What follows belongs to an exercise in optimizing a design on an open flow for small area; a production flow would make more cautious choices. In this exercise RTL edits were held to simulation tests only and were not proved equivalent to the original. The clock port is modelled as an ideal driver; clocking choices that lean on that would not hold on a real chip. Power figures rest on the tool's default switching activity, not on a simulated workload.

// rpc_phy
module rpc_phy #(
  parameter int unsigned WORD_WIDTH = 256
) (
  input  logic                    clk_0_i,
  input  logic                    rst_ni,
  input  logic [31:0]             cmd_i,
  input  logic                    cmd_valid_i,
  output logic                    cmd_ready_o,
  input  logic [WORD_WIDTH-1:0]   data_i,
  input  logic [63:0]             mask_i,
  output logic                    data_ready_o,
  output logic [WORD_WIDTH-1:0]   data_o,
  output logic                    data_valid_o,
  output logic                    data_last_o,
  output logic                    cs_n_o,
  output logic                    stb_o,
  output logic                    db_oe_o,
  output logic [31:0]             db_o,
  input  logic [31:0]             rd_slice_i,
  input  logic                    rd_slice_valid_i
);
clock: 5.0 ns
lec_check: 0
cap_margin: 20
core_area: 5 5 245 245
cts_buf_list: sky130_fd_sc_hd__clkbuf_16
cts_cluster_diameter: 80
cts_cluster_size: 30
die_area: 0 0 250 250
place_density: 0.35
slew_margin: 20
standard.sh (not shown) runs the stock make flow with config.mk's settings and CLKGATE_MAP_FILE= SYNTH_SCRIPT=/design/flow/synth_recipe.tcl, a recipe that flattens the netlist after the stock synthesis.
==> flow/flow/run.sh <==
#!/bin/bash
set -o pipefail
export BUFFER_PORTS_ARGS="-buffer_cell sky130_fd_sc_hd__buf_1"
bash standard.sh > standard_flow.log 2>&1
Rerun with:
- CTS_BUF_LIST: sky130_fd_sc_hd__clkbuf_16 -> sky130_fd_sc_hd__clkbuf_2 sky130_fd_sc_hd__clkbuf_4
- CTS_CLUSTER_DIAMETER: 80 -> unset
- CTS_CLUSTER_SIZE: 30 -> unset
- PLACE_DENSITY: 0.35 -> 0.6
The changed run went through all stages and came out clean. Routed wire length drops by 13%. Cell count rises by 3.8%. Worst setup slack loses 250 ps. First-iteration DRC count climbs by 4.5%. Sequential cell count is unchanged. Area after synthesis does not change. Die area is unchanged. Sequential share of layout area drops by 0.21 points.
Rerun with:
==> flow/flow/run.sh (replaced) <==
#!/bin/bash
set -o pipefail
export BUFFER_PORTS_ARGS="-buffer_cell sky130_fd_sc_hd__buf_1"
export POST_CTS_TCL="$PWD/flow/post_cts.tcl"
bash standard.sh > standard_flow.log 2>&1
==> flow/flow/post_cts.tcl (new file) <==
# Area recovery after clock tree synthesis: shrink cells that have timing
# slack to spare, then fix any slew or capacitance this leaves
repair_timing -recover_power 100 -setup_margin 0.3
estimate_parasitics -placement
repair_design -slew_margin 20 -cap_margin 20
detailed_placement
check_placement -verbose
- CTS_BUF_LIST: sky130_fd_sc_hd__clkbuf_2 sky130_fd_sc_hd__clkbuf_4 -> sky130_fd_sc_hd__clkbuf_16
- CTS_CLUSTER_DIAMETER: unset -> 80
- CTS_CLUSTER_SIZE: unset -> 30
- PLACE_DENSITY: 0.6 -> 0.75
Die area stays the same.
Global-route usage shrinks by 0.45 points.
Clock skew came out lower by 24 ps.
Routed wire length goes down by 2.0%.
Fmax goes down by 1.8%.
Rerun with:
--- a/flow/flow/run.sh
+++ b/flow/flow/run.sh
@@ -3,2 +3,3 @@
 export BUFFER_PORTS_ARGS="-buffer_cell sky130_fd_sc_hd__buf_1"
+export CTS_ARGS="-sink_clustering_enable -repair_clock_nets -sink_clustering_size 30 -sink_clustering_max_diameter 80 -buf_list sky130_fd_sc_hd__clkbuf_16 -dont_use_dummy_load"
 export POST_CTS_TCL="$PWD/flow/post_cts.tcl"
Result: Area after synthesis stays the same; hold slack gains 11 ps; via count hardly moves; die area does not change; setup slack improved by 4.4 ps; routed wire length barely changes; synthesized cell count stays the same; core utilization drops by 0.23 points; total power goes down by 2.0%.
Rerun with:
==> flow/flow/run.sh (replaced) <==
#!/bin/bash
set -o pipefail
export BUFFER_PORTS_ARGS="-buffer_cell sky130_fd_sc_hd__buf_1"
bash standard.sh > standard_flow.log 2>&1
- PLACE_DENSITY: 0.75 -> 0.6
removed: flow/flow/post_cts.tcl
Outcome: The new run completed without violations. Final cell count went up by 0.47%. Wire length barely changes. Worst setup slack gets better by 270 ps. Cell area increases by 1.9%. First-iteration DRC count is lower by 25%. Die area is unchanged. Power goes up by 4.2%. Clock power came out higher by 21%.
Rerun with:
==> flow/flow/run.sh (replaced) <==
#!/bin/bash
set -o pipefail
export BUFFER_PORTS_ARGS="-buffer_cell sky130_fd_sc_hd__buf_1"
export POST_CTS_TCL="$PWD/flow/post_cts.tcl"
bash standard.sh > standard_flow.log 2>&1
==> flow/flow/post_cts.tcl (new file) <==
# Area recovery after clock tree synthesis: shrink cells that have timing
# slack to spare, then fix any slew or capacitance this leaves
repair_timing -recover_power 100 -setup_margin 0.3
estimate_parasitics -placement
repair_design -slew_margin 20 -cap_margin 20
detailed_placement
check_placement -verbose
Clock power is about the same; non-clock buffer count is higher by 3; die area does not change; synthesized cell count is unchanged; setup slack got worse by 110 ps; cell area fell by about 0.47%; fmax is lower by about 3.7%.

==> separate check: timing with driven ports <==
The results above use ideal ports. As a check the final layouts listed here were re-extracted and re-timed, cells and wires unchanged. Step 1, drivers: a clkbuf_16 drives clk_0_i and a buf_2 each remaining input, both assumed. Step 2 also shifts input and output timing later by t, the mid clock arrival at the registers, as if the neighbouring blocks saw the same clock. a / b / c = ideal / step 1 / step 2; a / b = the first two.
run | shift t [ns] | setup slack, ns | worst setup path after step 2
the first run | 0.603 | 2.105 / 2.058 / 2.281 | input to register
the second run | 0.798 | 1.859 / 1.805 / 1.912 | input to register
the third run | 0.577 | 1.800 / 1.743 / 1.577 | input to register
the fourth run | 0.567 | 1.805 / 1.747 / 1.588 | input to register
the fifth run | 0.583 | 2.079 / 2.023 / 1.943 | input to register
the sixth run | 0.584 | 1.967 / 1.910 / 1.951 | input to register
After both steps setup and hold are still met in every run listed. The setup slack of the third run, which loses most, moves by -0.057 ns with the drivers and by -0.223 ns with both steps.
